What follows belongs to an exercise in optimizing a design on an open flow for a short achievable clock period and few clock cycles; a production flow would make more cautious choices.
RTL that was checked went through simulation tests only; none was proved equivalent to the original.
Function not checked in runs 1 to 4: the RTL went through the layout flow alone.
Power and IR drop assume default switching activity.

`flow/run.sh`:
```
#!/bin/bash
# synth_recipe.tcl (not shown) runs the flow's synth.tcl, then flattens the netlist and writes it again
# the make line also repeats each setting of config.mk as NAME=value (left out here)
make -C /OpenROAD-flow-scripts/flow DESIGN_CONFIG=/design/flow/config.mk WORK_HOME=/design/flow/orfs CLKGATE_MAP_FILE= SYNTH_SCRIPT=/design/flow/synth_recipe.tcl finish
```
`flow/config.mk`:
```
export PLATFORM = sky130hd
export DESIGN_NAME = tfacc_memif
export DESIGN_NICKNAME = tfacc_memif
export VERILOG_FILES = /design/flow/design.v
export SDC_FILE = /design/flow/constraint.sdc
export NUM_CORES = 4
export LEC_CHECK = 0
export ABC_CLOCK_PERIOD_IN_PS = 2700
export CAP_MARGIN = 20
export CORE_MARGIN = 2
export CORE_UTILIZATION = 40
export SETUP_SLACK_MARGIN = 2.8
export SLEW_MARGIN = 20
```
`flow/constraint.sdc`:
```
create_clock -name core_clock -period 5.5 [get_ports {cclk}]
set_input_delay 1.1000 -clock core_clock [delete_from_list [all_inputs] [get_ports {cclk}]]
set_output_delay 1.1000 -clock core_clock [all_outputs]
set_load 0.01 [all_outputs]
```
`flow/design.v`:
```
`default_nettype none
package memif_pkg;
  typedef logic [31:0] u32_t;        
  typedef logic [63:0] u64_t;        
  typedef logic [39:0] axi_addr_t;   
  localparam u32_t       REG_BLOCK = 32'hffff0180;
  localparam u32_t       REG_MASK  = 32'hffffffe0;   
  localparam logic [2:0] REG_CTRL  = 3'd0;           
  localparam logic [2:0] REG_BASE  = 3'd1;           
  localparam int         CLR_BIT   = 24;             
  localparam int         BEAT_BYTES = 8;
  localparam int         BURST_LEN  = 4;             
  localparam int         LINE_BYTES = 32;
  localparam logic [7:0] ARLEN_VAL  = 8'(BURST_LEN - 1);
  typedef enum logic [1:0] {
    bs_idle,    
    bs_addr,    
    bs_data     
  } burst_state_t;
  typedef enum logic [1:0] {
    cs_idle,    
    cs_lookup,  
    cs_fill     
  } cache_state_t;
endpackage
`default_nettype wire
`timescale 1ns/1ps
`default_nettype none
import memif_pkg::*;
module memif_regs (
  input  wire        cclk,
  input  wire        reset,
  input  wire [31:0] adr,    
  input  wire [3:0]  we,     
  input  wire        re,
  input  wire [31:0] dw,
  output logic [31:0] dr,
  output logic       rdy,
  output logic [31:0] base,   
  output logic       clr     
);
  logic       cs;     
  logic [2:0] sel;    
  assign cs  = (adr & REG_MASK) == REG_BLOCK;
  assign sel = adr[4:2];
  assign clr = cs && (sel == REG_CTRL) && we[3] && dw[CLR_BIT];
  always_ff @(posedge cclk) begin
    if (reset) begin
      base <= '0;
    end else if (cs && (sel == REG_BASE)) begin
      for (int i = 0; i < 4; i++) begin
        if (we[i]) base[8*i +: 8] <= dw[8*i +: 8];   
      end
    end
  end
  always_ff @(posedge cclk) begin
    if (reset) begin
      rdy <= 1'b0;
    end else begin
      rdy <= re | (|we);   
    end
  end
  always_ff @(posedge cclk) begin
    if (re && cs && (sel == REG_BASE)) begin
      dr <= base;
    end else begin
      dr <= '0;          
    end
  end
endmodule
`default_nettype wire
`timescale 1ns/1ps
`default_nettype none
import memif_pkg::*;
module rd_cache (
  input  wire         cclk,
  input  wire         reset,
  input  wire  [31:0] c_adr,          
  input  wire         c_re,
  output logic        c_rdy,
  output logic [31:0] c_dr,
  input  wire  [31:0] base,
  input  wire         clr,            
  output logic [39:0] araddr,         
  output logic [7:0]  arlen,
  output logic        arvalid,
  input  wire         arready,
  input  wire  [63:0] rdata,          
  input  wire         rlast,
  input  wire         rvalid,
  output logic        rready
);
  localparam int NK = 8;
  logic [NK-1:0] valid;               
  logic [23:0]   tag_mem  [NK];
  logic [3:0]    bv       [NK];       
  logic [63:0]   data_mem [NK][4];
  logic [1:0]    f_v;
  logic [2:0]    f_idx [2];
  logic [1:0]    f_cnt;               
  logic          st_beat;             
  logic          st_issue;            
  logic [31:0]   r_adr;
  logic [32:0]   ar_q;
  assign arlen  = ARLEN_VAL;
  assign rready = 1'b1;               
  assign araddr = {7'd0, ar_q};
  wire beat_in = rvalid && f_v[0];
  wire pop     = beat_in && (f_cnt == 2'd3);
  wire push    = arvalid && arready;
  wire [2:0]  q_idx = c_adr[7:5];
  wire [1:0]  q_k   = c_adr[4:3];
  wire        q_w   = c_adr[2];
  wire        q_tagm = valid[q_idx] && (tag_mem[q_idx] == c_adr[31:8]);
  wire        q_bv   = bv[q_idx][q_k];
  wire        q_now  = beat_in && (f_idx[0] == q_idx) && (f_cnt == q_k);
  wire        q_rdy  = q_tagm && (q_bv || q_now);
  wire [63:0] q_line = data_mem[q_idx][q_k];
  wire [31:0] q_word = q_bv ? (q_w ? q_line[63:32] : q_line[31:0])
                            : (q_w ? rdata[63:32]  : rdata[31:0]);
  wire        q_busy = (f_v[0] && (f_idx[0] == q_idx)) ||
                       (f_v[1] && (f_idx[1] == q_idx));
  wire        idle   = !st_beat && !st_issue;
  wire        accept = c_re && idle;
  wire [2:0]  r_idx = r_adr[7:5];
  wire [1:0]  r_k   = r_adr[4:3];
  wire        r_w   = r_adr[2];
  wire        r_bv  = bv[r_idx][r_k];
  wire        r_now = beat_in && (f_idx[0] == r_idx) && (f_cnt == r_k);
  wire        r_rdy = st_beat && (r_bv || r_now);
  wire [63:0] r_line = data_mem[r_idx][r_k];
  wire [31:0] r_word = r_bv ? (r_w ? r_line[63:32] : r_line[31:0])
                            : (r_w ? rdata[63:32]  : rdata[31:0]);
  wire        r_busy = (f_v[0] && (f_idx[0] == r_idx)) ||
                       (f_v[1] && (f_idx[1] == r_idx));
  wire        alloc_q = accept && !q_tagm && !q_busy;
  wire        alloc_r = st_issue && !r_busy;
  wire [2:0]  a_idx   = alloc_q ? q_idx : r_idx;
  always_ff @(posedge cclk) begin
    if (accept) r_adr <= c_adr;
    if (accept && !q_tagm) ar_q <= {1'b0, base} + {1'b0, c_adr[31:5], 5'd0};
    if (accept && q_rdy) c_dr <= q_word;
    else if (r_rdy)      c_dr <= r_word;
  end
  always_ff @(posedge cclk) begin
    if (reset) begin
      st_beat  <= 1'b0;
      st_issue <= 1'b0;
      c_rdy    <= 1'b0;
      arvalid  <= 1'b0;
      f_v      <= 2'b00;
      f_cnt    <= 2'd0;
    end else begin
      c_rdy <= (accept && q_rdy) || r_rdy;
      if (accept) begin
        st_beat  <= !q_rdy && (q_tagm || !q_busy);
        st_issue <= !q_tagm && q_busy;
      end else begin
        if (r_rdy)   st_beat  <= 1'b0;
        if (alloc_r) begin
          st_issue <= 1'b0;
          st_beat  <= 1'b1;
        end
      end
      if (alloc_q || alloc_r) arvalid <= 1'b1;
      else if (arready)       arvalid <= 1'b0;
      begin
        logic [1:0] nv;
        logic [2:0] n0, n1;
        nv = f_v; n0 = f_idx[0]; n1 = f_idx[1];
        if (pop) begin
          nv = {1'b0, f_v[1]};
          n0 = f_idx[1];
        end
        if (push) begin
          if (!nv[0]) begin nv[0] = 1'b1; n0 = r_idx; end
          else        begin nv[1] = 1'b1; n1 = r_idx; end
        end
        f_v      <= nv;
        f_idx[0] <= n0;
        f_idx[1] <= n1;
      end
      if (beat_in) f_cnt <= f_cnt + 2'd1;
    end
  end
  always_ff @(posedge cclk) begin
    if (alloc_q || alloc_r) begin
      tag_mem[a_idx] <= alloc_q ? c_adr[31:8] : r_adr[31:8];
      bv[a_idx]      <= 4'b0000;
    end
    if (beat_in) begin
      data_mem[f_idx[0]][f_cnt] <= rdata;
      bv[f_idx[0]][f_cnt]       <= 1'b1;
    end
  end
  always_ff @(posedge cclk) begin
    if (reset || clr) begin
      valid <= '0;
    end else if (alloc_q || alloc_r) begin
      valid[a_idx] <= 1'b1;
    end
  end
endmodule
`default_nettype wire
`timescale 1ns/1ps
`default_nettype none
import memif_pkg::*;
module tfacc_memif #(
  parameter int NK = 8             
) (
  input  wire         cclk,
  input  wire         reset,
  input  wire [31:0]  adr,         
  input  wire [3:0]   we,
  input  wire         re,
  input  wire [31:0]  dw,
  output logic [31:0] dr,
  output logic        rdy,
  input  wire [31:0]  c_adr,       
  input  wire         c_re,
  output logic        c_rdy,
  output logic [31:0] c_dr,
  output logic [39:0] araddr,      
  output logic [7:0]  arlen,
  output logic        arvalid,
  input  wire         arready,
  input  wire [63:0]  rdata,
  input  wire         rlast,
  input  wire         rvalid,
  output logic        rready
);
  logic [31:0] base;   
  logic        clr;    
  memif_regs u_regs (
    .cclk  (cclk),
    .reset (reset),
    .adr   (adr),
    .we    (we),
    .re    (re),
    .dw    (dw),
    .dr    (dr),
    .rdy   (rdy),
    .base  (base),
    .clr   (clr)
  );
  rd_cache u_cache (
    .cclk    (cclk),
    .reset   (reset),
    .c_adr   (c_adr),
    .c_re    (c_re),
    .c_rdy   (c_rdy),
    .c_dr    (c_dr),
    .base    (base),
    .clr     (clr),
    .araddr  (araddr),
    .arlen   (arlen),
    .arvalid (arvalid),
    .arready (arready),
    .rdata   (rdata),
    .rlast   (rlast),
    .rvalid  (rvalid),
    .rready  (rready)
  );
endmodule
`default_nettype wire
```
==> results of run 1 <==
[kinds of logic after synthesis]
kind of cell               share of synthesized area (%)
DFF                                                 64.9
xor gates and xnor gates                           0.428
and+or+nand+nor                                     1.80
buffers and inverters                               1.63
muxes                                               29.1
other                                            0.00668
AOI/OAI and AO/OA                                   1.77
adders and majority gates                          0.374
[power groups by stage]
| stage | clock (uW) | sequential (uW) | combinational, uW |
|---|---|---|---|
| detailed placement | 0 | 21200 | 3740 |
| floorplan | 0 | 21100 | 2350 |
| finish | 17700 | 20800 | 4230 |
| global placement | 0 | 21200 | 3710 |
| CTS | 18000 | 20800 | 4130 |
| global route | 18800 | 20800 | 4440 |
[routing by layer]
| layer | routed length, um | share of wire [%] |
|---|---|---|
| met3 | 28600 | 8.2 |
| met1 | 136000 | 39 |
| met2 | 172000 | 50 |
| met5 | 145 | 0.042 |
| met4 | 10400 | 3.0 |
[stage by stage]
step	util (%)	instances	setup WS, ns	total power, uW
floorplan	-	5310	1.26	23500
global route	48.4	9888	2.12	44000
detailed placement	43.6	9141	0.469	24900
CTS	48.0	9819	2.25	42900
global placement	43.6	9141	0.463	24900
finish	48.4	9896	2.16	42700
[worst max-delay path, delay by kind of cell, from the launching register on]
kind	cells	cell delay, ns
flops	1	0.40
xor+xnor	1	0.13
mux	2	0.68
compound gates	2	0.50
simple gates	4	0.67
buf+inv	4	0.67
[flip-flops by register name, indices dropped and copies added (netlist names), 8 cells and up, named ones only]
| name | cells |
|---|---|
| u_cache.valid | 8 |
| u_cache.c_dr | 32 |
| u_regs.dr | 32 |
| u_cache.data_mem | 2048 |
| u_cache.tag_mem | 192 |
| u_cache.r_adr | 30 |
| u_regs.base | 32 |
| u_cache.ar_q | 33 |
| u_cache.bv | 32 |
[what timing repair did]
action,in CTS,in global routing
resized for setup,530,93
setup endpoints to repair,1792,615
cloned,62,22
pin swaps,58,34
setup buffers,136,44
hold buffers,0,0
[cells in the final DEF (no fill, tap or decap), types with 25 or more instances in the layout]
cell type | Yosys | final
a31oi_1 | 30 | 29
xnor2_1 | 36 | 35
dlygate4sd2_1 | 0 | 72
clkinv_1 | 1 | 48
edfxtp_1 | 2373 | 2373
buf_16 | 0 | 72
buf_12 | 0 | 125
o21ai_0 | 96 | 56
nand2_1 | 162 | 153
buf_2 | 24 | 54
mux4_2 | 1368 | 1368
buf_6 | 9 | 51
nor2_1 | 136 | 95
clkdlybuf4s50_1 | 0 | 112
nor2b_1 | 32 | 28
mux2_4 | 1 | 26
clkbuf_1 | 252 | 68
dfxtp_1 | 84 | 79
mux2i_1 | 157 | 149
o211ai_1 | 34 | 34
a21oi_1 | 36 | 25
clkbuf_16 | 0 | 305
and3_1 | 35 | 34
clkinv_2 | 0 | 40
o21ai_1 | 0 | 30
nor2_4 | 0 | 38
buf_4 | 20 | 235
[synthesized netlist by cell type, types with 18 or more instances]
cell	n
edfxtp_1	2373
mux4_2	1368
clkbuf_1	252
nand2_1	162
mux2i_1	157
nor2_1	136
buf_1	115
o21ai_0	96
dfxtp_1	84
a21oi_1	36
xnor2_1	36
and3_1	35
o211ai_1	34
ha_1	32
nor2b_1	32
a31oi_1	30
a211oi_1	27
buf_2	24
buf_4	20
inv_1	20
xor2_1	19
mux2_1	18
nand3_1	18
[worst max-delay path by stage]
stage	from	to	slack [ns]	cells past startpoint
4_1_cts	u_cache.tag_mem[5][22]	u_cache.tag_mem[0][5]	2.25	12
2_1_floorplan	c_adr[5]	u_cache.tag_mem[0][0]	1.26	12
3_5_place_dp	c_adr[5]	u_cache.tag_mem[3][4]	0.47	9
5_1_grt	u_cache.tag_mem[5][15]	u_cache.c_dr[14]	2.12	14
6_report	u_cache.tag_mem[0][15]	u_cache.tag_mem[6][12]	2.16	13
3_3_place_gp	c_adr[5]	u_cache.tag_mem[3][4]	0.46	9
[area by class of cell]
cell class	count	area (um^2)	area share (%)
sequential	2457	73000	53.9
multi-input combinational	2413	38900	28.8
timing repair buffer	786	10100	7.49
clock buffer	357	7440	5.50
tap	3724	4660	3.44
clock inverter	123	1020	0.753
inverter	22	129	0.0952
timing repair inverter	3	28.8	0.0213
antenna	11	27.5	0.0203
==> reports/qor.yml, run 1 <==
status: "no timing/DRC/antenna violations"
timing.fmax_ghz: 0.300
holdCritStartpoint: "u_regs.base[1]"
swShare_pct: 22.8
hold_depth: 0
ios: 287
cts_root_buf: "clkbuf_16"
post-synth-top-area-cell: "edfxtp_1"
routabilityCongestion: 0.775
end_kind: "register"
drcViolationCount: 0
pwr_density_cell_nw_per_um2: 316
cts_tree: "done"
yosysUniqueCellTypes: 65
cpPeakStageDelay_ns: 0.48
ant_nets: 0
fin_crit_sh_pct: 60.7
r2r_slack_ns: 2.16
clockBufferDepth: 4
cp_slowest_cell: "mux4_2"
slew_viol_final: 0
p_comb_share_pct: 9.9
r2r_cells: 13
clock_latency_ns: 0.87
grt_pass1_vias: 63600
clk_pin_slew_ns: 0.06
design_area_um2: 135000
synth_edf_count: 2373
dieArea_um2: 285000
gr-total-overflow: 0
syn_inst: 5296
syn_area_per_cell_um2: 21.2
cts_buffers: 278
seqPwrFrac_pct: 48.6
start_util_pct: 40.2
min_path_type: "register to register"
crit_arrival_ns: 3.94
finalSetupViolations: 0
layout.nets: 6165
crit_fanout: 12
leakagePower_uw: 0.0438
die_height_um: 534
tns_ns: 0
grt_first_pass_wirelength_um: 483000
period_needed_ns: 3.34
use_met1_pct: 32.2
worstMarginPinSlew_ns: 1.05
firstDrtPassIters: 5
cts.sinks: 2457
finalClockSkew_ns: 0.0661
grtUsageMet3_pct: 4.57
critPathLaunchType: "register"
slew_headroom_pct: 29.6
rsz0062_at_grt: "yes"
grt-busiest-layer: "met2"
first_iter_violations: 7813
holdPathEnd: "u_cache.ar_q[1]"
required_ns: 6.10
placedInstanceArea_um2: 122000
vias: 62400
via_per_inst: 6.31
ys.flop_type: "edfxtp_1"
synthArstFlopShare_pct: 0
rr_startpoint: "u_cache.tag_mem[0][15]"
wl_um: 347000
r2r-end: "u_cache.tag_mem[6][12]"
hold_viol: 0
track_usage_pct: 23.8
dp_hpwl_um: 177000
area_growth_pct: 20.4
yosysWarnings: 3
fill_cells: 22400
layout-drive-gt1-share_pct: 41.2
row_count: 194
hold_slack_ns: 0.459
netlist_area_um2: 112000
h-tree-depth: 5
ir_worst_vdd_mv: 0.203
netlist_top_cells_area: "edfxtp_1, mux4_2, dfxtp_1"
intPower_uw: 33000
wl_per_cell_um: 35.1
core_area_um2: 279000
cap_violations: 0
cp_cell_sequence: "mux4_2 -> mux2i_1 -> xnor2_1 -> a21oi_1 -> nand4_1 -> nor4_4 -> buf_6 -> nor2_2 -> a32oi_4 -> buf_12 -> nor2_4 -> buf_12 -> clkbuf_16"
antenna_found_initial: 27
critPathKind: "register to register"
clock_power_share_pct: 41.5
io_buffers: 265
synth_top_area_share_pct: 63.4
grt_max_degree: 107
seq_area_frac_synth_pct: 64.9
cp_common_cell: "buf_12"
switchingPower_uw: 9720
met2_usage_pct: 39.2
die_x_um: 534
synth_seq_cells: 2457
==> inputs of run 2 (changes only) <==
--- a/flow/design.v
+++ b/flow/design.v
@@ -106,12 +106,17 @@
   assign rready = 1'b1;               
   assign araddr = {7'd0, ar_q};
   wire beat_in = rvalid && f_v[0];
+  logic want_q;                       
+  wire  take    = want_q && rvalid;   
   wire pop     = beat_in && (f_cnt == 2'd3);
   wire push    = arvalid && arready;
   wire [2:0]  q_idx = c_adr[7:5];
   wire [1:0]  q_k   = c_adr[4:3];
   wire        q_w   = c_adr[2];
-  wire        q_tagm = valid[q_idx] && (tag_mem[q_idx] == c_adr[31:8]);
+  logic [NK-1:0] q_eq;                
+  always_comb
+    for (int i = 0; i < NK; i++) q_eq[i] = valid[i] && (tag_mem[i] == c_adr[31:8]);
+  wire        q_tagm = q_eq[q_idx];
   wire        q_bv   = bv[q_idx][q_k];
   wire        q_now  = beat_in && (f_idx[0] == q_idx) && (f_cnt == q_k);
   wire        q_rdy  = q_tagm && (q_bv || q_now);
@@ -120,67 +125,71 @@
                             : (q_w ? rdata[63:32]  : rdata[31:0]);
   wire        q_busy = (f_v[0] && (f_idx[0] == q_idx)) ||
                        (f_v[1] && (f_idx[1] == q_idx));
-  wire        idle   = !st_beat && !st_issue;
+  wire        idle   = (!st_beat || take) && !st_issue;
   wire        accept = c_re && idle;
   wire [2:0]  r_idx = r_adr[7:5];
   wire [1:0]  r_k   = r_adr[4:3];
-  wire        r_w   = r_adr[2];
-  wire        r_bv  = bv[r_idx][r_k];
-  wire        r_now = beat_in && (f_idx[0] == r_idx) && (f_cnt == r_k);
-  wire        r_rdy = st_beat && (r_bv || r_now);
-  wire [63:0] r_line = data_mem[r_idx][r_k];
-  wire [31:0] r_word = r_bv ? (r_w ? r_line[63:32] : r_line[31:0])
-                            : (r_w ? rdata[63:32]  : rdata[31:0]);
   wire        r_busy = (f_v[0] && (f_idx[0] == r_idx)) ||
                        (f_v[1] && (f_idx[1] == r_idx));
+  logic       want_hi;              
+  logic       rdy_q;                
+  logic [31:0] dr_q;
+  assign c_rdy = rdy_q || take;
+  assign c_dr  = !want_q ? dr_q : (want_hi ? rdata[63:32] : rdata[31:0]);
   wire        alloc_q = accept && !q_tagm && !q_busy;
   wire        alloc_r = st_issue && !r_busy;
   wire [2:0]  a_idx   = alloc_q ? q_idx : r_idx;
+  logic       n_beat, n_issue;
+  logic [1:0] n_fv;
+  logic [2:0] n_f0, n_f1;
+  logic [1:0] n_cnt;
+  wire  [2:0] n_ridx = accept ? q_idx : r_idx;
+  wire  [1:0] n_rk   = accept ? q_k   : r_k;
+  always_comb begin
+    if (accept) begin
+      n_beat  = !q_rdy && (q_tagm || !q_busy);
+      n_issue = !q_tagm && q_busy;
+    end else begin
+      n_beat  = (st_beat && !take) || alloc_r;
+      n_issue = st_issue && !alloc_r;
+    end
+    n_fv = f_v; n_f0 = f_idx[0]; n_f1 = f_idx[1];
+    if (pop) begin
+      n_fv = {1'b0, f_v[1]};
+      n_f0 = f_idx[1];
+    end
+    if (push) begin
+      if (!n_fv[0]) begin n_fv[0] = 1'b1; n_f0 = r_idx; end
+      else          begin n_fv[1] = 1'b1; n_f1 = r_idx; end
+    end
+    n_cnt = beat_in ? f_cnt + 2'd1 : f_cnt;
+  end
   always_ff @(posedge cclk) begin
     if (accept) r_adr <= c_adr;
+    if (accept) want_hi <= q_w;
     if (accept && !q_tagm) ar_q <= {1'b0, base} + {1'b0, c_adr[31:5], 5'd0};
-    if (accept && q_rdy) c_dr <= q_word;
-    else if (r_rdy)      c_dr <= r_word;
+    dr_q <= q_word;                   
   end
   always_ff @(posedge cclk) begin
     if (reset) begin
       st_beat  <= 1'b0;
       st_issue <= 1'b0;
-      c_rdy    <= 1'b0;
+      rdy_q    <= 1'b0;
+      want_q   <= 1'b0;
       arvalid  <= 1'b0;
       f_v      <= 2'b00;
       f_cnt    <= 2'd0;
     end else begin
-      c_rdy <= (accept && q_rdy) || r_rdy;
-      if (accept) begin
-        st_beat  <= !q_rdy && (q_tagm || !q_busy);
-        st_issue <= !q_tagm && q_busy;
-      end else begin
-        if (r_rdy)   st_beat  <= 1'b0;
-        if (alloc_r) begin
-          st_issue <= 1'b0;
-          st_beat  <= 1'b1;
-        end
-      end
+      rdy_q    <= accept && q_rdy;
+      st_beat  <= n_beat;
+      st_issue <= n_issue;
+      want_q   <= n_beat && n_fv[0] && (n_f0 == n_ridx) && (n_cnt == n_rk);
       if (alloc_q || alloc_r) arvalid <= 1'b1;
       else if (arready)       arvalid <= 1'b0;
-      begin
-        logic [1:0] nv;
-        logic [2:0] n0, n1;
-        nv = f_v; n0 = f_idx[0]; n1 = f_idx[1];
-        if (pop) begin
-          nv = {1'b0, f_v[1]};
-          n0 = f_idx[1];
-        end
-        if (push) begin
-          if (!nv[0]) begin nv[0] = 1'b1; n0 = r_idx; end
-          else        begin nv[1] = 1'b1; n1 = r_idx; end
-        end
-        f_v      <= nv;
-        f_idx[0] <= n0;
-        f_idx[1] <= n1;
-      end
-      if (beat_in) f_cnt <= f_cnt + 2'd1;
+      f_v      <= n_fv;
+      f_idx[0] <= n_f0;
+      f_idx[1] <= n_f1;
+      f_cnt    <= n_cnt;
     end
   end
   always_ff @(posedge cclk) begin
==> run 2 against run 1 <==
Fmax is 3.5% lower; synthesized area decreased by 14%; die area decreased by 14%; clock skew is 0.0054 ns lower; hold slack worse by 0.0037 ns; sequential share of layout area up 6.4 points; first-iteration DRC count decreased by 14%; count of clock-buffer cells in the layout down 38; utilization is 1.7 points higher; final area down 11%; largest power group unchanged.
==> reports/qor.yml, run 2 <==
grt_pass1_vias: 50200
fill_cells: 19100
ios: 287
critPathLaunchType: "register"
crit_buf_inv: 5
yosysWarnings: 3
synth.most_common_cell: "edfxtp_1"
pwr_density_cell_nw_per_um2: 338
seq_area_frac_synth_pct: 75.3
cts.sinks: 2455
first_iter_violations: 6740
cp_common_cell: "buf_12"
hold_buffers: 0
track_usage_pct: 23.4
ant_nets: 0
clock_power_share_pct: 41.5
crit_fanout: 6
power_uw: 40600
period_needed_ns: 3.46
min_path_type: "register to register"
cts_root_buf: "clkbuf_16"
clock_latency_ns: 0.88
cp_top_family: "buffers and inverters"
ir_worst_vdd_mv: 0.300
seqPwrFrac_pct: 50.9
end_kind: "output port"
syn_area_per_cell_um2: 21.3
synth_edf_count: 2341
dieArea_um2: 245000
routabilityCongestion: 0.799
tns_ns: 0
intPower_uw: 31700
hold_viol: 0
h-tree-depth: 4
slew_headroom_pct: 37.5
worstMarginPinSlew_ns: 0.938
synth_top_area_share_pct: 72.9
vias: 51000
layout-drive-gt1-share_pct: 35.0
final_common_cell: "edfxtp_1"
crit_arrival_ns: 2.36
cp_slowest_cell: "edfxtp_1"
die_x_um: 495
cap_violations: 0
fin_crit_sh_pct: 62.9
netlist_area_um2: 96400
switchingPower_uw: 8870
antenna_found_initial: 19
core_area_um2: 240000
yosys-top-cells-count: "edfxtp_1, mux4_2, nand2_1"
cts_buffers: 240
row_count: 180
layout_common_cells: "edfxtp_1, mux4_2, clkbuf_16"
io_buffers: 265
drcViolationCount: 0
synth_seq_cells: 2455
synthArstFlopShare_pct: 0
status: "no timing/DRC/antenna violations"
critPathKind: "register to output port"
syn_inst: 4528
start_util_pct: 40.1
dp_hpwl_um: 144000
via_per_inst: 5.84
cpPeakStageDelay_ns: 0.41
clockBufferDepth: 3
netlist_top_cells_area: "edfxtp_1, mux4_2, dfxtp_1"
cts_tree: "done"
required_ns: 4.40
slew_viol_final: 0
rsz0062_at_grt: "yes"
largest_register_ff_count: 2048
gr-total-overflow: 0
layout.nets: 5530
grt_max_degree: 66
ys.flop_type: "edfxtp_1"
die_height_um: 495
clk_pin_slew_ns: 0.06
yosysUniqueCellTypes: 59
wl_per_cell_um: 33.5
firstDrtPassIters: 6
wl_um: 292000
post-synth-top-area-cell: "edfxtp_1"
finalSetupViolations: 0
swShare_pct: 21.8
grt_first_pass_wirelength_um: 400000
area_growth_pct: 24.8
leakagePower_uw: 0.0397
finalClockSkew_ns: 0.0607
p_comb_share_pct: 7.6
timing.fmax_ghz: 0.289
cp_cell_sequence: "buf_12 -> buf_12 -> buf_16 -> buf_6 -> mux2i_1 -> a21oi_2 -> buf_4"
## run 2: changes by cell type after synthesis, sizes merged, moves of 30 or more
cell,delta
mux4,-685
xnor2,+157
clkbuf,-141
mux2i,-80
nand2,+73
o21ai,-70
nand4,+34
edfxtp,-32
o211ai,-31
dfxtp,+30
## run 2: worst paths after layout
check / from / endpoint / slack, ns / cells after the start
min: u_regs.base[2] / u_cache.ar_q[2] / 0.46 / 0
max: u_cache.r_adr[2] / c_dr[12] / 2.04 / 7
min reg2reg: u_regs.base[2] / u_cache.ar_q[2] / 0.46 / 0
max reg2reg: u_cache.tag_mem[5][10] / u_cache.valid[6] / 2.41 / 12
## run 2: cell families after synthesis
logic type      share of synthesized area [%]
buf+inv                                  1.32
mux                                      17.1
xor+xnor                                 2.17
other cells                           0.00779
fa+ha+maj                               0.436
simple gates                             2.64
compound gates                           1.03
flops                                    75.3
## run 2: final cells by class
class / instances / area (um^2) / share of cell area [%]
Sequential cell: 2455 / 72600 / 60.4
Multi-Input combinational cell: 1809 / 24800 / 20.6
Timing Repair Buffer: 797 / 10700 / 8.91
Clock buffer: 319 / 6470 / 5.38
Tap cell: 3185 / 3990 / 3.31
Clock inverter: 132 / 1610 / 1.34
Inverter: 23 / 108 / 0.0895
Antenna cell: 7 / 17.5 / 0.0146
## run 2: worst register-to-register path: stages (launching register included)
cell	delay [ns]
edfxtp_1	0.45
xnor2_4	0.20
nand4_1	0.19
or4_4	0.50
o22ai_4	0.20
mux4_2	0.37
nor2_4	0.06
buf_12	0.15
buf_6	0.13
o21ai_4	0.14
ha_4	0.23
and3_1	0.15
a32o_1	0.23
## run 2: routing by layer
layer | global-route usage [%] | wire (um) | part of all wire [%]
met1 | 32.7 | 117000 | 40
met2 | 38.2 | 143000 | 49
met3 | 3.69 | 23600 | 8.1
met4 | 6.92 | 9250 | 3.2
met5 | 0 | 64 | 0.022
## run 2: timing repair
action	in CTS	in global routing
buffers inserted	173	51
cloned	72	11
resized for setup	853	177
setup endpoints to repair	1483	842
pin swaps	115	87
## run 2: power groups by stage
stage	Clock, uW	Combinational [uW]	Sequential, uW
2_1_floorplan	0	1380	21100
3_3_place_gp	0	2420	21100
3_5_place_dp	0	2450	21100
4_1_cts	17000	2930	20700
5_1_grt	17800	3210	20700
6_report	16900	3070	20700
## run 2: metrics by stage
step / area, um^2 / cells / worst slack (ns) / utilization, % / hold slack, ns
3_3_place_gp: 105000 / 7962 / 0.355 / 43.8 / 0.429
2_1_floorplan: 98000 / 4542 / 1.93 / - / 0.421
3_5_place_dp: 105000 / 7962 / 0.346 / 43.8 / 0.444
6_report: 120000 / 8727 / 2.04 / 50.1 / 0.455
5_1_grt: 120000 / 8722 / 1.98 / 50.1 / 0.467
4_1_cts: 119000 / 8658 / 2.00 / 49.5 / 0.458
==> inputs of run 3 (changes only) <==
--- a/flow/design.v
+++ b/flow/design.v
@@ -125,8 +125,7 @@
                             : (q_w ? rdata[63:32]  : rdata[31:0]);
   wire        q_busy = (f_v[0] && (f_idx[0] == q_idx)) ||
                        (f_v[1] && (f_idx[1] == q_idx));
-  wire        idle   = (!st_beat || take) && !st_issue;
-  wire        accept = c_re && idle;
+  wire        accept = c_re;
   wire [2:0]  r_idx = r_adr[7:5];
   wire [1:0]  r_k   = r_adr[4:3];
   wire        r_busy = (f_v[0] && (f_idx[0] == r_idx)) ||
@@ -167,7 +166,7 @@
   always_ff @(posedge cclk) begin
     if (accept) r_adr <= c_adr;
     if (accept) want_hi <= q_w;
-    if (accept && !q_tagm) ar_q <= {1'b0, base} + {1'b0, c_adr[31:5], 5'd0};
+    if (accept) ar_q <= {1'b0, base} + {1'b0, c_adr[31:5], 5'd0};
     dr_q <= q_word;                   
   end
   always_ff @(posedge cclk) begin
@@ -193,10 +192,8 @@
     end
   end
   always_ff @(posedge cclk) begin
-    if (alloc_q || alloc_r) begin
-      tag_mem[a_idx] <= alloc_q ? c_adr[31:8] : r_adr[31:8];
-      bv[a_idx]      <= 4'b0000;
-    end
+    if (accept) tag_mem[q_idx] <= c_adr[31:8];
+    if (alloc_q || alloc_r) bv[a_idx] <= 4'b0000;
     if (beat_in) begin
       data_mem[f_idx[0]][f_cnt] <= rdata;
       bv[f_idx[0]][f_cnt]       <= 1'b1;
@@ -205,8 +202,9 @@
   always_ff @(posedge cclk) begin
     if (reset || clr) begin
       valid <= '0;
-    end else if (alloc_q || alloc_r) begin
-      valid[a_idx] <= 1'b1;
+    end else begin
+      if (accept && !q_tagm) valid[q_idx] <= !q_busy;
+      if (alloc_r)           valid[r_idx] <= 1'b1;
     end
   end
 endmodule
==> flow/config.mk (replaced) <==
export PLATFORM = sky130hd
export DESIGN_NAME = tfacc_memif
export DESIGN_NICKNAME = tfacc_memif
export VERILOG_FILES = /design/flow/design.v
export SDC_FILE = /design/flow/constraint.sdc
export NUM_CORES = 4
export LEC_CHECK = 0
export ABC_CLOCK_PERIOD_IN_PS = 2500
export CAP_MARGIN = 20
export CORE_MARGIN = 2
export CORE_UTILIZATION = 55
export SETUP_SLACK_MARGIN = 3.0
export SLEW_MARGIN = 20
==> run 3 against run 2 <==
Still clean; sequential share of layout area grew 0.98 points; synthesized cell count grew 2.9%; setup slack lost 0.040 ns; sequential power is essentially flat; critical path type is now input port to output port; critical endpoint is now c_dr[11]; largest cell class unchanged.
==> reports/qor.yml, run 3 <==
die_height_um: 422
synthArstFlopShare_pct: 0
power_uw: 39800
leakagePower_uw: 0.0397
r2r-end: "u_cache.bv[5][0]"
synth_seq_cells: 2431
status: "no timing/DRC/antenna violations"
fill_cells: 11500
crit_fanout: 2
end_kind: "output port"
ios: 287
final_common_cell: "edfxtp_1"
layout-drive-gt1-share_pct: 33.6
placedInstanceArea_um2: 104000
h-tree-depth: 4
syn_inst: 4660
via_per_inst: 6.39
dieArea_um2: 178000
min_path_type: "register to register"
yosysWarnings: 3
r2r_slack_ns: 2.69
clock_latency_ns: 0.88
period_needed_ns: 3.50
io_buffers: 265
finalSetupViolations: 0
track_usage_pct: 32.7
start_util_pct: 55.2
hold_depth: 0
slew_viol_final: 0
wl_per_cell_um: 36.4
post-synth-top-area-cell: "edfxtp_1"
worstMarginPinSlew_ns: 0.933
finalClockSkew_ns: 0.0277
ir_worst_vdd_mv: 0.405
synth_edf_count: 2317
synth.most_common_cell: "edfxtp_1"
dp.cells: 7272
pwr_density_cell_nw_per_um2: 340
layout_common_cells: "edfxtp_1, mux4_2, mux2i_1"
drcViolationCount: 0
design_area_um2: 117000
netlist_area_um2: 95900
die_x_um: 422
first_iter_violations: 6586
routabilityCongestion: 0.800
critPathKind: "input port to output port"
required_ns: 4.40
dp_hpwl_um: 153000
cp_cell_sequence: "clkdlybuf4s15_1 -> mux2i_1 -> a21oi_4 -> buf_6"
crit_buf_inv: 2
ant_nets: 0
largest_register_ff_count: 2048
cts_tree: "done"
holdCritStartpoint: "u_regs.base[1]"
crit_arrival_ns: 2.40
cts_buffers: 240
synth_top_area_share_pct: 72.5
wl_um: 290000
fin_cells: 7983
yosys-top-cells-count: "edfxtp_1, mux4_2, mux2i_1"
grt_pass1_vias: 50600
yosysUniqueCellTypes: 67
seq_area_frac_synth_pct: 74.9
clk_pin_slew_ns: 0.06
row_count: 153
layout.nets: 5641
hold_viol: 0
antenna_found_initial: 23
core_area_um2: 174000
grt_max_degree: 60
rr_startpoint: "u_cache.tag_mem[7][7]"
cp_slowest_cell: "clkdlybuf4s15_1"
cts.sinks: 2431
cp_top_family: "buffers and inverters"
slew_headroom_pct: 37.8
ys.flop_type: "edfxtp_1"
area_growth_pct: 22.2
r2r_cells: 9
hold_buffers: 0
vias: 51000
cap_violations: 0
cpPeakStageDelay_ns: 0.57
critPathLaunchType: "input port"
timing.fmax_ghz: 0.286
cts_root_buf: "clkbuf_16"
clockBufferDepth: 3
netlist_top_cells_area: "edfxtp_1, mux4_2, mux2i_1"
fin_crit_sh_pct: 63.6
syn_area_per_cell_um2: 20.6
holdPathEnd: "u_cache.ar_q[1]"
tns_ns: 0
rsz0062_at_grt: "yes"
grt_first_pass_wirelength_um: 401000
firstDrtPassIters: 5
gr-total-overflow: 0
run 3: cells by family (layout without fill, tap and decap cells):
kind of cell | Yosys count | count (layout) | share of synthesized area [%]
DFF | 2431 | 2431 | 74.9
muxes | 888 | 888 | 16.5
and+or+nand+nor | 484 | 490 | 2.61
AOI/OAI and AO/OA | 296 | 296 | 1.99
buffers and inverters | 290 | 1255 | 1.36
xor gates and xnor gates | 231 | 231 | 2.11
adders and majority gates | 38 | 38 | 0.504
other | 2 | 29 | 0.00783
run 3: area by class of cell:
| cell class | count | area [um^2] | area share, % |
|---|---|---|---|
| sequential | 2431 | 71900 | 61.3 |
| multi-input combinational | 1959 | 24800 | 21.2 |
| timing repair buffer | 779 | 9550 | 8.15 |
| clock buffer | 337 | 6690 | 5.71 |
| tap | 2325 | 2910 | 2.48 |
| clock inverter | 118 | 1220 | 1.04 |
| inverter | 21 | 90.1 | 0.0769 |
| antenna | 13 | 32.5 | 0.0278 |
run 3: worst max-delay path by stage:
stage	start	to	slack (ns)	cells after the start
6_report	rdata[11]	c_dr[11]	2.00	4
5_1_grt	u_cache.r_adr[2]	c_dr[5]	2.00	6
4_1_cts	u_cache.r_adr[2]	c_dr[8]	1.97	5
3_5_place_dp	c_adr[11]	u_cache.bv[1][0]	0.60	10
3_3_place_gp	c_adr[11]	u_cache.bv[5][3]	0.59	10
2_1_floorplan	c_adr[24]	u_cache.bv[1][2]	2.06	12
run 3: power by group:
group	switching, uW	leakage, uW	internal (uW)
sequential	64.4	0.0218	20400
combinational	1620	0.0140	1310
clock	6960	0.00386	9490
run 3: per-stage QoR:
step | hold slack [ns] | setup slack (ns) | util [%]
3_5_place_dp | 0.433 | 0.598 | 60.2
5_1_grt | 0.458 | 2.00 | 67.5
3_3_place_gp | 0.431 | 0.588 | 60.1
4_1_cts | 0.427 | 1.97 | 67.0
6_report | 0.451 | 2.00 | 67.5
2_1_floorplan | 0.422 | 2.06 | -
run 3: what timing repair did:
item | CTS | global route
setup endpoints to repair | 1875 | 668
buffers inserted | 156 | 27
gates resized for setup | 999 | 112
cloned | 50 | 10
pin swaps | 147 | 66
run 3: layer usage:
layer / GRT usage (%) / part of all wire, % / up-vias
li1: - / - / 20800
met1: 46.1 / 40 / 27600
met2: 52.5 / 49 / 2223
met3: 6.17 / 8.2 / 428
met4: 10.0 / 3.4 / 8
met5: 0 / 0.017 / -
==> inputs of run 4 (changes only) <==
--- a/flow/design.v
+++ b/flow/design.v
@@ -133,8 +133,8 @@
   logic       want_hi;              
   logic       rdy_q;                
   logic [31:0] dr_q;
-  assign c_rdy = rdy_q || take;
-  assign c_dr  = !want_q ? dr_q : (want_hi ? rdata[63:32] : rdata[31:0]);
+  assign c_rdy = rdy_q;
+  assign c_dr  = dr_q;
   wire        alloc_q = accept && !q_tagm && !q_busy;
   wire        alloc_r = st_issue && !r_busy;
   wire [2:0]  a_idx   = alloc_q ? q_idx : r_idx;
@@ -167,7 +167,7 @@
     if (accept) r_adr <= c_adr;
     if (accept) want_hi <= q_w;
     if (accept) ar_q <= {1'b0, base} + {1'b0, c_adr[31:5], 5'd0};
-    dr_q <= q_word;                   
+    dr_q <= take ? (want_hi ? rdata[63:32] : rdata[31:0]) : q_word;
   end
   always_ff @(posedge cclk) begin
     if (reset) begin
@@ -179,7 +179,7 @@
       f_v      <= 2'b00;
       f_cnt    <= 2'd0;
     end else begin
-      rdy_q    <= accept && q_rdy;
+      rdy_q    <= (accept && q_rdy) || take;
       st_beat  <= n_beat;
       st_issue <= n_issue;
       want_q   <= n_beat && n_fv[0] && (n_f0 == n_ridx) && (n_cnt == n_rk);
==> run 4 against run 3 <==
Global-route usage fell by 3.1 points; fmax grew 18%; final area shrank 2.2%; cell count down 0.98%; non-clock buffer count down 138; via count decreased by 1.8%; clock skew shrank 0.0018 ns; synthesized cell count rose by 1.8%; routed wire length down 9.2%; synthesized area shrank 0.19%; utilization down 1.4 points; register-to-register slack lost 0.09 ns; critical path type is now input port to register; largest cell class unchanged; highest routed layer unchanged.
==> reports/qor.yml, run 4 <==
largest_register_ff_count: 2048
yosysWarnings: 3
die_height_um: 421
post-place-ws_ns: 0.648
slew_viol_final: 0
synthArstFlopShare_pct: 0
syn_inst: 4746
rsz0062_at_grt: "yes"
power_uw: 39500
cts_root_buf: "clkbuf_16"
drcViolationCount: 0
layout-drive-gt1-share_pct: 31.0
via_per_inst: 6.34
crit_arrival_ns: 3.66
dieArea_um2: 177000
fin_crit_sh_pct: 53.8
synth_seq_cells: 2431
ys.flop_type: "edfxtp_1"
leakagePower_uw: 0.0382
finalClockSkew_ns: 0.0260
cpPeakStageDelay_ns: 0.32
cp_cell_sequence: "buf_6 -> buf_12 -> buf_12 -> ha_4 -> and3_4 -> o21a_1 -> o311ai_4 -> a221oi_2 -> o21a_1 -> nand4_1 -> a31oi_4 -> mux2_4 -> o2111ai_1"
gr-total-overflow: 0
timing.fmax_ghz: 0.338
dp_hpwl_um: 134000
netlist_top_cells_area: "edfxtp_1, mux4_2, mux2i_1"
use_met1_pct: 43.1
hold_buffers: 0
ant_nets: 0
h-tree-depth: 4
cp_slowest_cell: "a221oi_2"
yosys-top-cells-count: "edfxtp_1, mux4_2, mux2i_1"
ios: 287
cts.sinks: 2431
grt_max_degree: 68
min_path_type: "register to register"
vias: 50100
row_count: 153
grtUsageMet3_pct: 5.04
area_growth_pct: 19.8
cts_tree: "done"
period_needed_ns: 2.96
final_util_pct: 66.1
synth.most_common_cell: "edfxtp_1"
hold_viol: 0
setup_ws_ns: 2.54
seq_area_frac_synth_pct: 75.1
wl_per_cell_um: 33.3
firstDrtPassIters: 6
layout_common_cells: "edfxtp_1, mux4_2, mux2i_1"
grt_pass1_vias: 49000
ir_worst_vdd_mv: 0.347
clk_pin_slew_ns: 0.06
grt_first_pass_wirelength_um: 369000
status: "no timing/DRC/antenna violations"
post-synth-top-area-cell: "edfxtp_1"
tns_ns: 0
synth_top_area_share_pct: 72.7
met2_usage_pct: 46.6
fill_cells: 11700
die_x_um: 421
first_iter_violations: 5501
wl_um: 264000
grt-busiest-layer: "met2"
cap_violations: 0
netlist_area_um2: 95700
required_ns: 6.20
synth_edf_count: 2317
track_usage_pct: 29.6
worstMarginPinSlew_ns: 1.15
slew_headroom_pct: 23.4
crit_fanout: 5
routabilityCongestion: 0.851
start_util_pct: 55.2
final_common_cell: "edfxtp_1"
io_buffers: 265
finalSetupViolations: 0
clockBufferDepth: 3
cts_buffers: 240
end_kind: "register"
clock_latency_ns: 0.87
core_area_um2: 173000
syn_area_per_cell_um2: 20.2
antenna_found_initial: 13
layout.nets: 5568
yosysUniqueCellTypes: 60
critPathKind: "input port to register"
pwr_density_cell_nw_per_um2: 345
critPathLaunchType: "input port"
run 4: stage by stage:
stage | cells | hold WS, ns | cell area (um^2)
after global placement | 7269 | 0.427 | 103000
after CTS | 7868 | 0.402 | 114000
after global routing | 7902 | 0.425 | 115000
final | 7905 | 0.452 | 115000
after detailed placement | 7269 | 0.438 | 103000
after floorplan | 4760 | 0.422 | 97500
run 4: area by class of cell:
type                    count  area [um^2]  share of cell area (%)
flip-flops and latches   2431        71900                    62.7
multi-input cells        2025        24400                    21.3
repair buffers            641         7390                    6.45
clock buffers             297         6450                    5.62
well taps                2325         2910                    2.54
clock inverters           158         1470                    1.28
inverters                  20         92.6                  0.0808
diodes                      8         20.0                  0.0175
run 4: worst max-delay path, delay by kind of cell:
family / cells / cell delay [ns]
compound gates: 6 / 1.12
fa+ha+maj: 1 / 0.29
buf+inv: 3 / 0.39
mux: 1 / 0.32
simple gates: 2 / 0.41
run 4: layer usage:
metal	up-vias	routed length (um)
met2	2045	127000
met3	368	20100
met4	4	7810
li1	20700	-
met1	26900	109000
met5	-	23
run 4: cells by family (layout without fill, tap and decap cells):
group	Yosys count	after routing	synth area share (%)
DFF	2431	2431	75.1
muxes	867	867	15.9
and+or+nand+nor	498	505	2.39
AOI/OAI and AO/OA	363	363	2.55
buffers and inverters	311	1116	1.42
xor gates and xnor gates	236	236	2.16
adders and majority gates	38	38	0.505
other	2	24	0.00785
run 4: report_power, final:
| part | internal (uW) | leakage [uW] | switching, uW |
|---|---|---|---|
| Combinational | 1150 | 0.0125 | 1500 |
| Sequential | 20400 | 0.0218 | 101 |
| Clock | 9410 | 0.00385 | 6950 |
| Total | 31000 | 0.0382 | 8550 |
run 4: final timing paths:
kind | from | to | slack, ns | cells after the start
setup reg to reg | u_cache.tag_mem[3][9] | u_cache.bv[7][2] | 2.60 | 10
hold reg to reg | u_regs.base[1] | u_cache.ar_q[1] | 0.45 | 0
hold / removal | u_regs.base[1] | u_cache.ar_q[1] | 0.45 | 0
setup / recovery | c_adr[11] | u_cache.ar_q[31] | 2.54 | 13
run 4: what timing repair did:
item | in CTS | in global routing
setup endpoints to repair | 2117 | 855
pin swaps | 89 | 59
setup buffers | 112 | 21
cloned | 32 | 8
gates resized for setup | 870 | 108
==> inputs of run 5 (changes only) <==
--- a/flow/design.v
+++ b/flow/design.v
@@ -96,16 +96,17 @@
   logic [3:0]    bv       [NK];       
   logic [63:0]   data_mem [NK][4];
   logic [1:0]    f_v;
+  logic [1:0]    f_live;              
   logic [2:0]    f_idx [2];
   logic [1:0]    f_cnt;               
   logic          st_beat;             
-  logic          st_issue;            
   logic [31:0]   r_adr;
   logic [32:0]   ar_q;
   assign arlen  = ARLEN_VAL;
   assign rready = 1'b1;               
   assign araddr = {7'd0, ar_q};
   wire beat_in = rvalid && f_v[0];
+  wire beat_wr = beat_in && f_live[0];
   logic want_q;                       
   wire  take    = want_q && rvalid;   
   wire pop     = beat_in && (f_cnt == 2'd3);
@@ -118,48 +119,42 @@
     for (int i = 0; i < NK; i++) q_eq[i] = valid[i] && (tag_mem[i] == c_adr[31:8]);
   wire        q_tagm = q_eq[q_idx];
   wire        q_bv   = bv[q_idx][q_k];
-  wire        q_now  = beat_in && (f_idx[0] == q_idx) && (f_cnt == q_k);
+  wire        q_now  = beat_wr && (f_idx[0] == q_idx) && (f_cnt == q_k);
   wire        q_rdy  = q_tagm && (q_bv || q_now);
   wire [63:0] q_line = data_mem[q_idx][q_k];
   wire [31:0] q_word = q_bv ? (q_w ? q_line[63:32] : q_line[31:0])
                             : (q_w ? rdata[63:32]  : rdata[31:0]);
-  wire        q_busy = (f_v[0] && (f_idx[0] == q_idx)) ||
-                       (f_v[1] && (f_idx[1] == q_idx));
   wire        accept = c_re;
   wire [2:0]  r_idx = r_adr[7:5];
   wire [1:0]  r_k   = r_adr[4:3];
-  wire        r_busy = (f_v[0] && (f_idx[0] == r_idx)) ||
-                       (f_v[1] && (f_idx[1] == r_idx));
   logic       want_hi;              
   logic       rdy_q;                
   logic [31:0] dr_q;
   assign c_rdy = rdy_q;
   assign c_dr  = dr_q;
-  wire        alloc_q = accept && !q_tagm && !q_busy;
-  wire        alloc_r = st_issue && !r_busy;
-  wire [2:0]  a_idx   = alloc_q ? q_idx : r_idx;
-  logic       n_beat, n_issue;
-  logic [1:0] n_fv;
+  wire        alloc_q = accept && !q_tagm;
+  logic       n_beat;
+  logic [1:0] n_fv, n_live;
   logic [2:0] n_f0, n_f1;
   logic [1:0] n_cnt;
   wire  [2:0] n_ridx = accept ? q_idx : r_idx;
   wire  [1:0] n_rk   = accept ? q_k   : r_k;
   always_comb begin
-    if (accept) begin
-      n_beat  = !q_rdy && (q_tagm || !q_busy);
-      n_issue = !q_tagm && q_busy;
-    end else begin
-      n_beat  = (st_beat && !take) || alloc_r;
-      n_issue = st_issue && !alloc_r;
-    end
-    n_fv = f_v; n_f0 = f_idx[0]; n_f1 = f_idx[1];
+    if (accept) n_beat = !q_rdy;
+    else        n_beat = st_beat && !take;
+    n_fv = f_v; n_live = f_live; n_f0 = f_idx[0]; n_f1 = f_idx[1];
     if (pop) begin
-      n_fv = {1'b0, f_v[1]};
-      n_f0 = f_idx[1];
+      n_fv   = {1'b0, f_v[1]};
+      n_live = {1'b0, f_live[1]};
+      n_f0   = f_idx[1];
+    end
+    if (alloc_q) begin
+      if (n_f0 == q_idx) n_live[0] = 1'b0;
+      if (n_f1 == q_idx) n_live[1] = 1'b0;
     end
     if (push) begin
-      if (!n_fv[0]) begin n_fv[0] = 1'b1; n_f0 = r_idx; end
-      else          begin n_fv[1] = 1'b1; n_f1 = r_idx; end
+      if (!n_fv[0]) begin n_fv[0] = 1'b1; n_live[0] = 1'b1; n_f0 = r_idx; end
+      else          begin n_fv[1] = 1'b1; n_live[1] = 1'b1; n_f1 = r_idx; end
     end
     n_cnt = beat_in ? f_cnt + 2'd1 : f_cnt;
   end
@@ -172,7 +167,6 @@
   always_ff @(posedge cclk) begin
     if (reset) begin
       st_beat  <= 1'b0;
-      st_issue <= 1'b0;
       rdy_q    <= 1'b0;
       want_q   <= 1'b0;
       arvalid  <= 1'b0;
@@ -181,11 +175,11 @@
     end else begin
       rdy_q    <= (accept && q_rdy) || take;
       st_beat  <= n_beat;
-      st_issue <= n_issue;
-      want_q   <= n_beat && n_fv[0] && (n_f0 == n_ridx) && (n_cnt == n_rk);
-      if (alloc_q || alloc_r) arvalid <= 1'b1;
+      want_q   <= n_beat && n_fv[0] && n_live[0] && (n_f0 == n_ridx) && (n_cnt == n_rk);
+      if (alloc_q)            arvalid <= 1'b1;
       else if (arready)       arvalid <= 1'b0;
       f_v      <= n_fv;
+      f_live   <= n_live;
       f_idx[0] <= n_f0;
       f_idx[1] <= n_f1;
       f_cnt    <= n_cnt;
@@ -193,18 +187,17 @@
   end
   always_ff @(posedge cclk) begin
     if (accept) tag_mem[q_idx] <= c_adr[31:8];
-    if (alloc_q || alloc_r) bv[a_idx] <= 4'b0000;
-    if (beat_in) begin
+    if (beat_wr) begin
       data_mem[f_idx[0]][f_cnt] <= rdata;
       bv[f_idx[0]][f_cnt]       <= 1'b1;
     end
+    if (alloc_q) bv[q_idx] <= 4'b0000;
   end
   always_ff @(posedge cclk) begin
     if (reset || clr) begin
       valid <= '0;
     end else begin
-      if (accept && !q_tagm) valid[q_idx] <= !q_busy;
-      if (alloc_r)           valid[r_idx] <= 1'b1;
+      if (alloc_q) valid[q_idx] <= 1'b1;
     end
   end
 endmodule
==> run 5 against run 4 <==
Synthesized cell count shrank 1.7%; sequential cell count up 1; count of clock-buffer cells in the layout up 26; critical path depth shrank 2; highest routed layer unchanged; fmax increased by 8.0%; via count up 2.1%; still clean; register-to-register slack improved by 0.30 ns; sequential share of layout area fell by 0.98 points; die area fell by 0.37%; clock power about the same.
==> reports/qor.yml, run 5 <==
synth_seq_cells: 2432
status: "no timing/DRC/antenna violations"
highest_layer: "met5"
layout-drive-gt1-share_pct: 34.0
tns_ns: 0
syn_inst: 4663
drcViolationCount: 0
ir_worst_vdd_mv: 0.381
hold_viol: 0
core_area_um2: 172000
routabilityCongestion: 0.784
period_needed_ns: 2.74
required_ns: 6.23
grt_max_degree: 66
timing.fmax_ghz: 0.365
cts_tree: "done"
met3_wirelength_um: 21600
fin_crit_sh_pct: 49.8
clk_pin_slew_ns: 0.06
post-synth-top-area-cell: "edfxtp_1"
via_per_inst: 6.42
die_x_um: 420
rsz0062_at_grt: "yes"
track_usage_pct: 31.5
syn_area_per_cell_um2: 20.5
grt_pass1_vias: 50300
firstDrtPassIters: 5
critPathKind: "input port to register"
min_path_type: "register to register"
critPathLaunchType: "input port"
pwr_density_cell_nw_per_um2: 340
netlist_top_cells_area: "edfxtp_1, mux4_2, dfxtp_1"
routed-wl-met2_um: 137000
layout.nets: 5652
first_iter_violations: 6259
seq_area_frac_synth_pct: 75.1
hold_slack_ns: 0.457
netlist_area_um2: 95400
cts.sinks: 2432
cap_violations: 0
area_growth_pct: 21.6
cts_root_buf: "clkbuf_16"
yosys-top-cells-count: "edfxtp_1, mux4_2, xor2_1"
ant_nets: 0
slew_viol_final: 0
synth_edf_count: 2287
crit_arrival_ns: 3.46
final_common_cell: "edfxtp_1"
setup_ws_ns: 2.76
yosysUniqueCellTypes: 73
slew_headroom_pct: 28.4
synth.most_common_cell: "edfxtp_1"
leakagePower_uw: 0.0386
post-place-ws_ns: 0.877
dp_hpwl_um: 142000
gr-total-overflow: 0
synthArstFlopShare_pct: 0
grt_first_pass_wirelength_um: 384000
end_kind: "register"
antenna_found_initial: 6
wl_per_cell_um: 34.8
yosysWarnings: 3
ys.flop_type: "edfxtp_1"
h-tree-depth: 4
layout_common_cells: "edfxtp_1, mux4_2, buf_4"
vias: 51200
m1WireLength_um: 110000
clock_latency_ns: 0.88
finalClockSkew_ns: 0.0270
start_util_pct: 55.5
largest_register_ff_count: 2048
ios: 287
cts_buffers: 237
synth_top_area_share_pct: 72.0
crit_fanout: 8
worstMarginPinSlew_ns: 1.07
clockBufferDepth: 3
row_count: 152
final_util_pct: 67.4
finalSetupViolations: 0
die_height_um: 420
io_buffers: 265
dieArea_um2: 177000
wl_um: 277000
-- run 5: cell count changes after synthesis, moves of 32 or more --
| cell | previous run | this run |
|---|---|---|
| a21oi_1 | 31 | 98 |
| a221oi_1 | 1 | 33 |
| a22oi_1 | 0 | 36 |
| buf_1 | 43 | 10 |
| buf_2 | 46 | 85 |
| clkbuf_1 | 173 | 85 |
| mux2i_1 | 340 | 121 |
| mux4_2 | 521 | 561 |
| nor2_1 | 208 | 155 |
| o2111ai_1 | 34 | 2 |
| o22ai_1 | 131 | 15 |
| xnor2_1 | 128 | 71 |
| xor2_1 | 108 | 163 |
-- run 5: final cells by class --
class / count / area (um^2)
diodes: 1 / 2.50
clock buffers: 323 / 6640
clock inverters: 125 / 1230
fillers: 11300 / 56000
inverters: 33 / 153
multi-input cells: 1945 / 24100
flip-flops and latches: 2432 / 71600
well taps: 2310 / 2890
repair buffers: 796 / 9330
repair inverters: 1 / 8.76
-- run 5: path summary, 6_finish.rpt --
check,from,to,slack [ns],cells past startpoint
worst min register to register,u_regs.base[0],u_cache.ar_q[0],0.46,0
worst max register to register,u_regs.base[5],u_cache.ar_q[31],2.90,11
worst min-delay path,u_regs.base[0],u_cache.ar_q[0],0.46,0
worst max-delay path,c_adr[3],u_cache.dr_q[12],2.76,11
-- run 5: cell families after synthesis --
logic type	count (synthesis)	share of synthesized area (%)
simple gates	538	2.74
mux	707	14.8
buf+inv	303	1.81
flops	2432	75.1
compound gates	412	2.95
other cells	2	0.00788
xor+xnor	234	2.15
fa+ha+maj	35	0.467
-- run 5: critical path, cell delays in order --
cell,delay (ns)
buf_16,0.13
buf_16,0.16
buf_4,0.12
buf_6,0.10
mux4_2,0.49
mux4_2,0.50
or3b_4,0.42
nand4_1,0.11
nand2_1,0.07
o211ai_1,0.11
o21ai_2,0.13
-- run 5: metrics by stage --
| step | instance area (um^2) | cells | power, uW |
|---|---|---|---|
| after floorplan | 97100 | 4677 | 22100 |
| after global placement | 103000 | 7244 | 23000 |
| after detailed placement | 103000 | 7244 | 23000 |
| after CTS | 115000 | 7892 | 39500 |
| after global routing | 116000 | 7965 | 40400 |
| final | 116000 | 7966 | 39500 |
-- run 5: routing by layer --
metal  track usage (%)  vias to the layer above
met5                 0                        -
met4              9.34                        2
met3              4.57                      437
met2              51.8                     2441
met1              44.2                    27500
li1                  -                    20800
-- run 5: where the power goes --
group	internal [uW]	switching (uW)	total [uW]
Sequential	20300	56.5	20400
Clock	9420	7010	16400
Combinational	1180	1450	2620
-- run 5: repair_timing --
action	CTS	global route
hold endpoints to repair	0	0
setup endpoints to repair	2010	324
setup buffers	159	65
resized for setup	892	144
pin swaps	133	100
hold buffers	0	0
cloned	41	7
Testbench counts of run 5, summed over its fixed seeds: cycles 130,724.

-- static timing again, ports no longer ideal --
Ports are ideal in the flow. The routed layouts listed here were re-timed in OpenROAD. Step 1 sets driving cells, clkbuf_16 on the clock port and buf_2 on the other inputs (assumed; they add their load-dependent delay and slew). Step 2 adds t to the input delays and takes it off the output delays; t is the mean of the earliest and latest rising clock arrival at the registers after step 1. Input paths then give back, and output paths get back, about the clock's delay inside the block. Three values: no drivers, after step 1, after step 2; two values: the first two.
run	t (ns)	setup slack, ns	worst data-port slew with drivers (ns)
run 1	0.934	2.164 / 1.798 / 0.864	0.51
run 2	0.934	2.042 / 1.940 / 1.441	0.39
run 3	0.958	2.002 / 1.908 / 1.616	0.38
run 4	0.946	2.543 / 2.591 / 1.645	0.31
run 5	0.956	2.763 / 2.492 / 1.536	0.40
After both steps every run listed still meets setup and hold. For run 1, which loses most, drivers alone change the setup slack by -0.366 ns; drivers and shift together by -1.300 ns.
